This design comes from an exercise in tuning for a short achievable clock period and few clock cycles on the open sky130 flow, not from production work.
Function was checked by simulation only, so behaviour that the tests miss may differ from the original.
No activity file was given, so power comes from the tool's default toggle rates.

==> inputs of run D <==
==> flow/design.v (excerpt) <==
module rv_pipeline_top #(
    parameter logic [rv_pipe_pkg::XLEN-1:0] RESET_PC = '0
) (
    input  logic                         clock,
    input  logic                         reset,
    output logic [1:0]                   mem_cmd,
    output logic [rv_pipe_pkg::XLEN-1:0] mem_addr,
    output logic [rv_pipe_pkg::XLEN-1:0] mem_wdata,
    input  logic [rv_pipe_pkg::XLEN-1:0] mem_rdata,
    output logic                         commit_valid,
    output logic                         commit_wr_en,
    output logic [4:0]                   commit_wr_idx,
    output logic [rv_pipe_pkg::XLEN-1:0] commit_wr_data,
    output logic [rv_pipe_pkg::XLEN-1:0] commit_npc,
    output logic [1:0]                   status
);
    localparam int CI = 5;              
    localparam int CN = 1 << CI;        
    localparam int TL = CI + 2;         
    logic [31:2]  pc;
    logic [CN-1:0] pc_oh;               
    logic [CN-1:0] pc_ohn;              
    logic [CN-1:0] f_match;             
    logic         ic_v   [0:CN-1];
    logic [10:TL] ic_tag [0:CN-1];
    logic [31:0]  ic_inst[0:CN-1];
    logic         ic_tk  [0:CN-1];      
    logic [10:2]  ic_npc [0:CN-1];      
    logic [10:2]  ic_tgt [0:CN-1];      
    logic         fl_v;
    logic [31:2]  fl_pc;
    logic [31:0]  fl_inst;
    logic         fl_tk;
    logic         fl_br;
    logic [31:2]  fl_npc;
    logic [31:2]  fl_tgt;
    logic         d_v;
    logic [31:2]  d_pc;
  ...
Settings: LEC_CHECK=0, ABC_CLOCK_PERIOD_IN_PS=1000, CAP_MARGIN=20, CORE_MARGIN=2, CORE_UTILIZATION=35, SETUP_SLACK_MARGIN=5, SLEW_MARGIN=20; clock period 7.0 ns.
run.sh (not shown) runs the stock make flow with config.mk's settings and CLKGATE_MAP_FILE= SYNTH_SCRIPT=/design/flow/synth_recipe.tcl, a recipe that flattens the netlist after the stock synthesis.
==> run C (differences from run D) <==
--- a/flow/design.v
+++ b/flow/design.v
@@ -87,14 +87,12 @@
 );
     localparam int CI = 5;              
     localparam int CN = 1 << CI;        
     localparam int TL = CI + 2;         
     logic [31:2]  pc;
     logic [CN-1:0] pc_oh;               
-    logic [CN-1:0] pc_ohn;              
-    logic [CN-1:0] f_match;             
     logic         ic_v   [0:CN-1];
     logic [10:TL] ic_tag [0:CN-1];
     logic [31:0]  ic_inst[0:CN-1];
     logic         ic_tk  [0:CN-1];      
     logic [10:2]  ic_npc [0:CN-1];      
     logic [10:2]  ic_tgt [0:CN-1];      
@@ -119,42 +117,30 @@
     logic [31:2]  s_tgt;
     logic         stopped;              
     logic         e_v;
     logic [31:2]  e_npc;
     logic [31:2]  e_tgt;
     logic [31:0]  e_a, e_b, e_sd;
-    logic [31:0]  e_bn;                 
-    logic         e_fa, e_fb, e_fs;     
+    logic         e_la, e_lb, e_ls;     
     logic         e_l2a, e_l2b;         
     logic         e_u2;                 
     logic         e_add, e_sub, e_and, e_or, e_xor;
     logic         e_ld, e_st, e_br, e_bne, e_pred;
     logic [4:0]   e_rd;
     logic         e_wen, e_halt, e_ill;
     logic         rd_r;
     logic [31:2]  rd_pc;
     logic         bus_st;               
     logic         m_acc;                
-    logic         pf_bus;               
-    logic         lp_v;
-    logic [31:2]  lp_br;                
-    logic [31:2]  pf_ptr;               
-    logic [4:0]   pf_cnt;               
-    logic         f_hit_r;              
-    logic [31:2]  pf0_a;                
-    logic         pf1_v;                
-    logic [31:2]  pf1_a;
-    logic [31:0]  pf1_w;
     logic [31:0]  bus_addr;
     logic         m_v;
     logic [31:2]  m_npc;
     logic [4:0]   m_rd;
     logic         m_wen;
     logic [31:0]  m_res, m_sd;
     logic         m_ld, m_st, m_halt, m_ill;
-    logic [31:0]  m_val;                
     logic         w_v;
     logic [31:2]  w_npc;
     logic [4:0]   w_rd;
     logic         w_wen;
     logic [31:0]  w_val;
     logic         w_halt, w_ill;
@@ -164,47 +150,44 @@
                   ((w[19:15] == w[24:20]) ? !w[12] : (w[12] || w[31]));
     endfunction
     function automatic logic [31:2] br_off(input logic [31:0] w);
         br_off = {{19{w[31]}}, w[31], w[7], w[30:25], w[11:9]};
     endfunction
     logic [CI-1:0] f_idx;
-    logic          f_hit;               
-    logic          f_hitd;              
+    logic          f_hit;
     logic          f_take;              
     logic          f_got;               
     logic [31:0]   f_inst;
     logic          f_pred, f_pr;
     logic [31:2]   f_tgt, m_tgt;
     logic          d_redir;
     logic [31:0]   c_inst;
     logic          c_tk;
     logic [10:2]   c_npc, c_tgt;
     assign f_idx  = pc[TL-1:2];
     always_comb begin
         f_hit  = 1'b0;
-        f_hitd = 1'b0;
         c_inst = '0;
         c_tk   = 1'b0;
         c_npc  = '0;
         c_tgt  = '0;
         for (int i = 0; i < CN; i++) begin
-            f_hit  = f_hit | (pc_oh[i] && f_match[i]);
-            f_hitd = f_hitd | (!pc_ohn[i] && f_match[i]);
-            c_inst = c_inst | ({32{!pc_ohn[i]}} & ic_inst[i]);
-            c_tk   = c_tk | (!pc_ohn[i] && ic_tk[i]);
+            f_hit  = f_hit | (pc_oh[i] && ic_v[i] && ic_tag[i] == pc[10:TL]);
+            c_inst = c_inst | ({32{pc_oh[i]}} & ic_inst[i]);
+            c_tk   = c_tk | (pc_oh[i] && ic_tk[i]);
             c_npc  = c_npc | ({9{pc_oh[i]}} & ic_npc[i]);
-            c_tgt  = c_tgt | ({9{!pc_ohn[i]}} & ic_tgt[i]);
+            c_tgt  = c_tgt | ({9{pc_oh[i]}} & ic_tgt[i]);
         end
     end
     assign f_take = !s_v && !rd_r && !d_redir;
-    assign f_got  = f_take && (f_hit || (!m_acc && !pf_bus));
+    assign f_got  = f_take && (f_hit || !m_acc);
     assign m_tgt  = pc + br_off(mem_rdata);
-    assign f_inst = f_hitd ? c_inst : mem_rdata;
-    assign f_pred = f_hitd ? c_tk : predict(mem_rdata);
-    assign f_pr   = !f_hitd && predict(mem_rdata);
-    assign f_tgt  = f_hitd ? {pc[31:11], c_tgt} : m_tgt;
+    assign f_inst = f_hit ? c_inst : mem_rdata;
+    assign f_pred = f_hit ? c_tk : predict(mem_rdata);
+    assign f_pr   = !f_hit && predict(mem_rdata);
+    assign f_tgt  = f_hit ? {pc[31:11], c_tgt} : m_tgt;
     logic [6:0]  opc;
     logic [2:0]  f3;
     logic [6:0]  f7;
     logic [4:0]  rd, rs1, rs2;
     logic        is_op, is_addi, is_lw, is_sw, is_br, is_wfi, is_ill;
     logic        use1, use2, d_wen;
@@ -236,13 +219,13 @@
     logic ld1, ld2;
     assign ld1   = e_v && e_ld && e_wen && use1 && e_rd == rs1;
     assign ld2   = e_v && e_ld && e_wen && use2 && e_rd == rs2;
     logic is_alu, u2_hz;
     assign is_alu = is_op || is_addi;
     assign u2_hz  = e_v && e_u2 && e_wen &&
-                    ((use1 && e_rd == rs1 && !is_br) || (use2 && e_rd == rs2 && !is_br && !is_sw));
+                    ((use1 && e_rd == rs1) || (use2 && e_rd == rs2));
     assign ld_hz  = (ld1 && !is_br && !is_alu) || (ld2 && !is_br && !is_sw && !is_alu) || u2_hz;
     function automatic logic [31:0] ks_add(input logic [31:0] a, input logic [31:0] b,
                                            input logic cin);
         logic [31:0] g, p, gn, pn;
         g    = a & b;
         p    = a ^ b;
@@ -262,41 +245,43 @@
     logic [31:0] e_sum, e_dif, e_alu, e_lg;
     logic        imm_use;
     logic [31:0] imm_d, ob;
     logic        e_ok, e_taken, e_redir;
     logic [31:2] e_rpc;
     assign e_sum   = ks_add(e_a, e_b, 1'b0);
-    assign e_dif   = ks_add(e_a, e_bn, 1'b1);
+    assign e_dif   = ks_add(e_a, ~e_b, 1'b1);
     assign e_alu   = ({32{e_add}} & e_sum) | ({32{e_sub}} & e_dif) | e_lg;
     logic [31:0] cmp_a, cmp_b;
-    assign cmp_a   = e_fa ? m_val : e_a;
-    assign cmp_b   = e_fb ? m_val : e_b;
+    assign cmp_a   = e_la ? mem_rdata : e_a;
+    assign cmp_b   = e_lb ? mem_rdata : e_b;
     assign e_taken = (cmp_a == cmp_b) ^ e_bne;
     logic [31:0] a2, b2, alu2;
     assign a2   = e_l2a ? mem_rdata : e_a;
     assign b2   = e_l2b ? mem_rdata : e_b;
     assign alu2 = ({32{e_add}} & (a2 + b2)) | ({32{e_sub}} & (a2 - b2)) |
                   ({32{e_and}} & (a2 & b2)) | ({32{e_or}} & (a2 | b2)) |
                   ({32{e_xor}} & (a2 ^ b2));
     assign e_ok    = e_v && !rd_r;       
     assign e_redir = e_ok && e_br && (e_taken != e_pred);
     assign e_rpc   = e_taken ? e_tgt : e_npc;
     assign issue   = d_v && !ld_hz && !stopped && !rd_r;
     assign d_redir = d_v && d_pr;
+    logic [31:0] m_val;
     assign m_val = m_ld ? mem_rdata : m_res;
     assign mem_cmd   = bus_st ? 2'd2 : 2'd1;   
     assign mem_addr  = bus_addr;
     assign mem_wdata = m_sd;
     logic        e1, e2, m1, m2;
-    logic [31:0] o1, o2, v1;
+    logic [31:0] o1, o2, v1, v2;
     assign e1 = rs1 != 5'd0 && e_v && e_wen && e_rd == rs1;
     assign e2 = rs2 != 5'd0 && e_v && e_wen && e_rd == rs2;
     assign m1 = rs1 != 5'd0 && m_v && m_wen && m_rd == rs1;
     assign m2 = rs2 != 5'd0 && m_v && m_wen && m_rd == rs2;
     assign o1 = m1 ? m_val : (rs1 == 5'd0) ? 32'd0 : rf[rs1];
     assign o2 = m2 ? m_val : (rs2 == 5'd0) ? 32'd0 : rf[rs2];
+    assign v2 = e2 ? e_alu : o2;
     assign imm_use = is_addi || is_lw || is_sw;
     assign imm_d   = is_sw ? imm_s : imm_i;
     assign e_lg    = ({32{e_and}} & (e_a & e_b)) | ({32{e_or}} & (e_a | e_b)) |
                      ({32{e_xor}} & (e_a ^ e_b));
     assign ob      = imm_use ? imm_d : o2;
     assign v1 = ({32{e1 && e_add}} & e_sum) | ({32{e1 && e_sub}} & e_dif) |
@@ -321,39 +306,37 @@
         else if (rd_r)
             pc_next = rd_pc;
         else if (d_redir)
             pc_next = d_tgt;
         else if (f_take && f_hit)
             pc_next = {pc[31:11], c_npc};
-        else if (f_take && !m_acc && !pf_bus)
+        else if (f_take && !m_acc)
             pc_next = pc_inc;
         else
             pc_next = pc;
     end
     always_ff @(posedge clock) begin
         pc <= pc_next;
         for (int i = 0; i < CN; i++)
             pc_oh[i] <= pc_next[TL-1:2] == CI'(i);
-        for (int i = 0; i < CN; i++)
-            pc_ohn[i] <= pc_next[TL-1:2] != CI'(i);
     end
     always_ff @(posedge clock) begin
         if (d_take) begin
             d_pc   <= s_v ? s_pc   : pc;
             d_inst <= s_v ? s_inst : f_inst;
             d_pred <= s_v ? s_pred : f_pred;
             d_tgt  <= s_v ? s_tgt  : f_tgt;
-            d_mem  <= s_v ? s_mem  : !f_hitd;
+            d_mem  <= s_v ? s_mem  : !f_hit;
         end
         if (!s_v) begin
             s_pc   <= pc;
             s_inst <= f_inst;
             s_pred <= f_pred;
             s_pr   <= f_pr;
             s_tgt  <= f_tgt;
-            s_mem  <= !f_hitd;
+            s_mem  <= !f_hit;
         end
         if (reset || rd_r) begin
             d_v  <= 1'b0;
             s_v  <= 1'b0;
             d_pr <= 1'b0;
         end else begin
@@ -366,80 +349,31 @@
             s_v <= s_v ? !d_take : f_got && !d_take;
         end
     end
     always_ff @(posedge clock) begin
         bus_st   <= !reset && e_ok && e_st;
         m_acc    <= !reset && e_ok && (e_ld || e_st);
-        pf_bus   <= !reset && pf_go;
-        bus_addr <= (!reset && e_ok && (e_ld || e_st)) ? e_sum :
-                    pf_go ? {pf_ptr, 2'b00} : {pc_next, 2'b00};
+        bus_addr <= (!reset && e_ok && (e_ld || e_st)) ? e_sum : {pc_next, 2'b00};
         rd_r     <= !reset && e_redir;
         rd_pc    <= e_rpc;
     end
-    logic        pf_go;                  
-    logic [31:2] pf1_tgt;
-    logic [31:2] lp_len;                 
-    assign pf_go   = !reset && pf_cnt != 5'd0 && f_hit_r && !(e_ok && (e_ld || e_st));
-    assign pf1_tgt = pf1_a + br_off(pf1_w);
-    assign lp_len  = d_pc - d_tgt;
-    always_ff @(posedge clock) begin
-        f_hit_r <= f_hit && f_take;
-        pf1_v   <= !reset && pf_bus;
-        pf1_w   <= mem_rdata;
-        if (pf_go)
-            pf0_a <= pf_ptr;
-        pf1_a   <= pf0_a;
-        if (reset) begin
-            lp_v   <= 1'b0;
-            pf_cnt <= 5'd0;
-        end else if (issue && is_br && d_pred && d_inst[31] && !(lp_v && lp_br == d_pc)) begin
-            lp_v   <= 1'b1;
-            lp_br  <= d_pc;
-            pf_ptr <= d_npc4;
-            pf_cnt <= (lp_len < 30'd31) ? 5'd31 - lp_len[6:2] : 5'd0;
-        end else if (pf_go) begin
-            pf_ptr <= pf_ptr + 30'd1;
-            pf_cnt <= pf_cnt - 5'd1;
-        end
-    end
     always_ff @(posedge clock) begin
-        if (d_v && d_mem) begin
-            fl_v    <= !reset;
-            fl_pc   <= d_pc;
-            fl_inst <= d_inst;
-            fl_tk   <= d_pred;
-            fl_br   <= is_br;
-            fl_npc  <= d_pred ? d_tgt : d_npc4;
-            fl_tgt  <= d_tgt;
-        end else begin                   
-            fl_v    <= !reset && pf1_v;
-            fl_pc   <= pf1_a;
-            fl_inst <= pf1_w;
-            fl_tk   <= predict(pf1_w);
-            fl_br   <= pf1_w[6:0] == 7'b1100011 && pf1_w[14:13] == 2'b00;
-            fl_npc  <= predict(pf1_w) ? pf1_tgt : pf1_a + 30'd1;
-            fl_tgt  <= pf1_tgt;
-        end
+        fl_v    <= !reset && d_v && d_mem;
+        fl_pc   <= d_pc;
+        fl_inst <= d_inst;
+        fl_tk   <= d_pred;
+        fl_br   <= is_br;
+        fl_npc  <= d_pred ? d_tgt : d_npc4;
+        fl_tgt  <= d_tgt;
     end
-    logic fl_ok;
-    assign fl_ok = fl_npc[31:11] == fl_pc[31:11] && (!fl_br || fl_tgt[31:11] == fl_pc[31:11]);
     always_ff @(posedge clock) begin
         if (reset) begin
             for (int i = 0; i < CN; i++) ic_v[i] <= 1'b0;
         end else if (fl_v) begin
-            ic_v[fl_pc[TL-1:2]] <= fl_ok;
-        end
-    end
-    always_ff @(posedge clock) begin
-        for (int i = 0; i < CN; i++) begin
-            if (reset)
-                f_match[i] <= 1'b0;
-            else if (fl_v && fl_pc[TL-1:2] == CI'(i))
-                f_match[i] <= fl_ok && fl_pc[10:TL] == pc_next[10:TL];
-            else
-                f_match[i] <= ic_v[i] && ic_tag[i] == pc_next[10:TL];
+            ic_v[fl_pc[TL-1:2]] <= fl_npc[31:11] == fl_pc[31:11] &&
+                                   (!fl_br || fl_tgt[31:11] == fl_pc[31:11]);
         end
     end
     always_ff @(posedge clock) begin
         if (fl_v) begin
             ic_tag [fl_pc[TL-1:2]] <= fl_pc[10:TL];
             ic_inst[fl_pc[TL-1:2]] <= fl_inst;
@@ -457,20 +391,19 @@
     always_ff @(posedge clock) begin
         e_v    <= !reset && issue;
         e_npc  <= d_npc4;
         e_tgt  <= d_tgt;
         e_a    <= v1;
         e_b    <= b_next;
-        e_sd   <= o2;
-        e_bn   <= ~b_next;
-        e_fa   <= e1 && is_br;
-        e_fb   <= e2 && is_br;
-        e_fs   <= e2 && is_sw;
+        e_sd   <= v2;
+        e_la   <= ld1 && is_br;
         e_l2a  <= ld1 && is_alu;
         e_l2b  <= ld2 && is_alu;
         e_u2   <= (ld1 || ld2) && is_alu;
+        e_lb   <= ld2 && is_br;
+        e_ls   <= ld2 && is_sw;
         e_sub  <= is_op && f7[5];
         e_and  <= is_op && f3 == 3'b111;
         e_or   <= is_op && f3 == 3'b110;
         e_xor  <= is_op && f3 == 3'b100;
         e_add  <= !(is_op && (f7[5] || f3 != 3'b000));
         e_ld   <= is_lw;
@@ -486,13 +419,13 @@
     always_ff @(posedge clock) begin
         m_v    <= !reset && e_ok;
         m_npc  <= e_npc;
         m_rd   <= e_rd;
         m_wen  <= e_wen;
         m_res  <= e_u2 ? alu2 : e_alu;
-        m_sd   <= e_fs ? m_val : e_sd;
+        m_sd   <= e_ls ? mem_rdata : e_sd;
         m_ld   <= e_ld;
         m_st   <= e_st;
         m_halt <= e_halt;
         m_ill  <= e_ill;
     end
     always_ff @(posedge clock) begin
==> run B (differences from run D) <==
--- a/flow/design.v
+++ b/flow/design.v
@@ -120,21 +120,21 @@
     logic         stopped;              
     logic         e_v;
     logic [31:2]  e_npc;
     logic [31:2]  e_tgt;
     logic [31:0]  e_a, e_b, e_sd;
     logic [31:0]  e_bn;                 
-    logic         e_fa, e_fb, e_fs;     
-    logic         e_l2a, e_l2b;         
-    logic         e_u2;                 
+    logic         e_la, e_lb;           
+    logic         e_fs;                 
     logic         e_add, e_sub, e_and, e_or, e_xor;
     logic         e_ld, e_st, e_br, e_bne, e_pred;
     logic [4:0]   e_rd;
     logic         e_wen, e_halt, e_ill;
     logic         rd_r;
-    logic [31:2]  rd_pc;
+    logic         rd_tk;                
+    logic [31:2]  rd_tgt, rd_npc;
     logic         bus_st;               
     logic         m_acc;                
     logic         pf_bus;               
     logic         lp_v;
     logic [31:2]  lp_br;                
     logic [31:2]  pf_ptr;               
@@ -233,17 +233,13 @@
     assign imm_s = {{20{d_inst[31]}}, d_inst[31:25], d_inst[11:7]};
     assign imm_b = {{19{d_inst[31]}}, d_inst[31], d_inst[7], d_inst[30:25], d_inst[11:8], 1'b0};
     assign d_npc4 = d_pc + 30'd1;
     logic ld1, ld2;
     assign ld1   = e_v && e_ld && e_wen && use1 && e_rd == rs1;
     assign ld2   = e_v && e_ld && e_wen && use2 && e_rd == rs2;
-    logic is_alu, u2_hz;
-    assign is_alu = is_op || is_addi;
-    assign u2_hz  = e_v && e_u2 && e_wen &&
-                    ((use1 && e_rd == rs1 && !is_br) || (use2 && e_rd == rs2 && !is_br && !is_sw));
-    assign ld_hz  = (ld1 && !is_br && !is_alu) || (ld2 && !is_br && !is_sw && !is_alu) || u2_hz;
+    assign ld_hz = (ld1 && !is_br) || (ld2 && !is_br && !is_sw);
     function automatic logic [31:0] ks_add(input logic [31:0] a, input logic [31:0] b,
                                            input logic cin);
         logic [31:0] g, p, gn, pn;
         g    = a & b;
         p    = a ^ b;
         g[0] = g[0] | (p[0] & cin);
@@ -260,29 +256,21 @@
         ks_add = (a ^ b) ^ {g[30:0], cin};
     endfunction
     logic [31:0] e_sum, e_dif, e_alu, e_lg;
     logic        imm_use;
     logic [31:0] imm_d, ob;
     logic        e_ok, e_taken, e_redir;
-    logic [31:2] e_rpc;
     assign e_sum   = ks_add(e_a, e_b, 1'b0);
     assign e_dif   = ks_add(e_a, e_bn, 1'b1);
     assign e_alu   = ({32{e_add}} & e_sum) | ({32{e_sub}} & e_dif) | e_lg;
     logic [31:0] cmp_a, cmp_b;
-    assign cmp_a   = e_fa ? m_val : e_a;
-    assign cmp_b   = e_fb ? m_val : e_b;
+    assign cmp_a   = e_la ? mem_rdata : e_a;
+    assign cmp_b   = e_lb ? mem_rdata : e_b;
     assign e_taken = (cmp_a == cmp_b) ^ e_bne;
-    logic [31:0] a2, b2, alu2;
-    assign a2   = e_l2a ? mem_rdata : e_a;
-    assign b2   = e_l2b ? mem_rdata : e_b;
-    assign alu2 = ({32{e_add}} & (a2 + b2)) | ({32{e_sub}} & (a2 - b2)) |
-                  ({32{e_and}} & (a2 & b2)) | ({32{e_or}} & (a2 | b2)) |
-                  ({32{e_xor}} & (a2 ^ b2));
     assign e_ok    = e_v && !rd_r;       
     assign e_redir = e_ok && e_br && (e_taken != e_pred);
-    assign e_rpc   = e_taken ? e_tgt : e_npc;
     assign issue   = d_v && !ld_hz && !stopped && !rd_r;
     assign d_redir = d_v && d_pr;
     assign m_val = m_ld ? mem_rdata : m_res;
     assign mem_cmd   = bus_st ? 2'd2 : 2'd1;   
     assign mem_addr  = bus_addr;
     assign mem_wdata = m_sd;
@@ -316,13 +304,13 @@
     assign pc_inc = {pc_cy ? pc_hi1 : pc[31:11], pc_lo1};
     assign d_take = !d_v || issue;
     always_comb begin
         if (reset)
             pc_next = RESET_PC[31:2];
         else if (rd_r)
-            pc_next = rd_pc;
+            pc_next = rd_tk ? rd_tgt : rd_npc;
         else if (d_redir)
             pc_next = d_tgt;
         else if (f_take && f_hit)
             pc_next = {pc[31:11], c_npc};
         else if (f_take && !m_acc && !pf_bus)
             pc_next = pc_inc;
@@ -370,35 +358,43 @@
         bus_st   <= !reset && e_ok && e_st;
         m_acc    <= !reset && e_ok && (e_ld || e_st);
         pf_bus   <= !reset && pf_go;
         bus_addr <= (!reset && e_ok && (e_ld || e_st)) ? e_sum :
                     pf_go ? {pf_ptr, 2'b00} : {pc_next, 2'b00};
         rd_r     <= !reset && e_redir;
-        rd_pc    <= e_rpc;
+        rd_tk    <= e_taken;
+        rd_tgt   <= e_tgt;
+        rd_npc   <= e_npc;
     end
     logic        pf_go;                  
     logic [31:2] pf1_tgt;
     logic [31:2] lp_len;                 
+    logic        lp_set;                 
+    logic [31:2] lp_pc, lp_np, lp_len_r;
     assign pf_go   = !reset && pf_cnt != 5'd0 && f_hit_r && !(e_ok && (e_ld || e_st));
     assign pf1_tgt = pf1_a + br_off(pf1_w);
     assign lp_len  = d_pc - d_tgt;
     always_ff @(posedge clock) begin
         f_hit_r <= f_hit && f_take;
         pf1_v   <= !reset && pf_bus;
         pf1_w   <= mem_rdata;
         if (pf_go)
             pf0_a <= pf_ptr;
         pf1_a   <= pf0_a;
+        lp_set   <= !reset && issue && is_br && d_pred && d_inst[31] && !(lp_v && lp_br == d_pc);
+        lp_pc    <= d_pc;
+        lp_np    <= d_npc4;
+        lp_len_r <= lp_len;
         if (reset) begin
             lp_v   <= 1'b0;
             pf_cnt <= 5'd0;
-        end else if (issue && is_br && d_pred && d_inst[31] && !(lp_v && lp_br == d_pc)) begin
+        end else if (lp_set) begin
             lp_v   <= 1'b1;
-            lp_br  <= d_pc;
-            pf_ptr <= d_npc4;
-            pf_cnt <= (lp_len < 30'd31) ? 5'd31 - lp_len[6:2] : 5'd0;
+            lp_br  <= lp_pc;
+            pf_ptr <= lp_np;
+            pf_cnt <= (lp_len_r < 30'd31) ? 5'd31 - lp_len_r[6:2] : 5'd0;
         end else if (pf_go) begin
             pf_ptr <= pf_ptr + 30'd1;
             pf_cnt <= pf_cnt - 5'd1;
         end
     end
     always_ff @(posedge clock) begin
@@ -459,18 +455,15 @@
         e_npc  <= d_npc4;
         e_tgt  <= d_tgt;
         e_a    <= v1;
         e_b    <= b_next;
         e_sd   <= o2;
         e_bn   <= ~b_next;
-        e_fa   <= e1 && is_br;
-        e_fb   <= e2 && is_br;
+        e_la   <= ld1 && is_br;
+        e_lb   <= ld2 && is_br;
         e_fs   <= e2 && is_sw;
-        e_l2a  <= ld1 && is_alu;
-        e_l2b  <= ld2 && is_alu;
-        e_u2   <= (ld1 || ld2) && is_alu;
         e_sub  <= is_op && f7[5];
         e_and  <= is_op && f3 == 3'b111;
         e_or   <= is_op && f3 == 3'b110;
         e_xor  <= is_op && f3 == 3'b100;
         e_add  <= !(is_op && (f7[5] || f3 != 3'b000));
         e_ld   <= is_lw;
@@ -485,13 +478,13 @@
     end
     always_ff @(posedge clock) begin
         m_v    <= !reset && e_ok;
         m_npc  <= e_npc;
         m_rd   <= e_rd;
         m_wen  <= e_wen;
-        m_res  <= e_u2 ? alu2 : e_alu;
+        m_res  <= e_alu;
         m_sd   <= e_fs ? m_val : e_sd;
         m_ld   <= e_ld;
         m_st   <= e_st;
         m_halt <= e_halt;
         m_ill  <= e_ill;
     end
Settings changed: CORE_UTILIZATION 35 to 45.
==> comparison table <==
                                                                            run D       run C        run B
Status                                           no timing/DRC/antenna violations  no timing/DRC/antenna violations  no timing/DRC/antenna violations
Placed inst area                                                        0.178 mm2   0.163 mm2    0.170 mm2
Multi-input combinational cell area                                    0.0642 mm2  0.0555 mm2   0.0596 mm2
Layout overhead on the synthesized area                                     34.4%       31.4%        34.0%
Shortest period the worst path allows                                     3790 ps     3660 ps      3310 ps
Layout cell share with drive strength beyond 1                              39.2%       39.1%        39.7%
CTS Sinks                                                                   3,886       3,591        3,945
Data arrival time of the critical path                                    4640 ps     4490 ps      4220 ps
Cell count after synthesis                                                 11,200       9,621       10,600
Number of synthesized register bits                                         3,886       3,591        3,945
Sequential-to-total area share from yosys stat                              65.3%       66.8%        67.3%
Critical path endpoint                                                  m_res[24]           -  f_match[30]
Fraction of area in multi-input gates                                       29.0%       27.9%        27.5%
Clock buffer count from CTS                                                   393         371          408
End of the worst hold path                                                 m_halt      w_halt   rd_tgt[12]
Number of non-filler instances in the completed layout                     19,500      17,000       17,500
Parity-gate share of the synthesized area counting xor and xnor cells       2.83%       2.04%        2.37%
Post-CTS Setup Bufs                                                           871         703          950
Power Internal                                                            49.9 mW     45.8 mW      49.4 mW
Detailed-placement wirelength estimate                                 374,000 um  346,000 um   353,000 um
Testbench counts of run D, summed over its fixed seeds: cycles 33,364.
Testbench counts of run C, summed over its fixed seeds: cycles 33,745.
Testbench counts of run B, summed over its fixed seeds: cycles 33,795.

-- separate check: timing with driven ports --
How much do the figures lean on ideal ports? The routed layouts below were timed once more, with nothing changed but the port constraints. Step 1 (the two cells are an assumption about what drives the block):
set clk [get_ports {clock}]
set_driving_cell -lib_cell sky130_fd_sc_hd__clkbuf_16 $clk
set_driving_cell -lib_cell sky130_fd_sc_hd__buf_2 [delete_from_list [all_inputs] $clk]
Step 2 moves the port delays by t, midway between the first and last clock arrival at a register: inputs arrive t later, outputs are due t later. That takes back most of the time a late clock gives input paths. a / b / c = ideal ports / drivers / drivers and shift; a / b = the first two.
run	t (ns)	setup slack, ns	worst hold slack (ns)	slew at the worst register clock pin (ns)	worst data-port slew with drivers (ns)
run D	1.098	3.211 / 3.145 / 2.047	0.278 / 0.278 / 0.278	0.08 / 0.08	0.37
run C	1.050	3.340 / 3.340 / 2.384	0.326 / 0.326 / 0.326	0.07 / 0.07	0.40
run B	1.091	3.689 / 3.689 / 2.857	0.273 / 0.273 / 0.273	0.07 / 0.07	0.19
After both steps every run listed still meets setup and hold. The setup slack of run D, which loses most, moves by -0.066 ns with the drivers and by -1.164 ns with both steps.
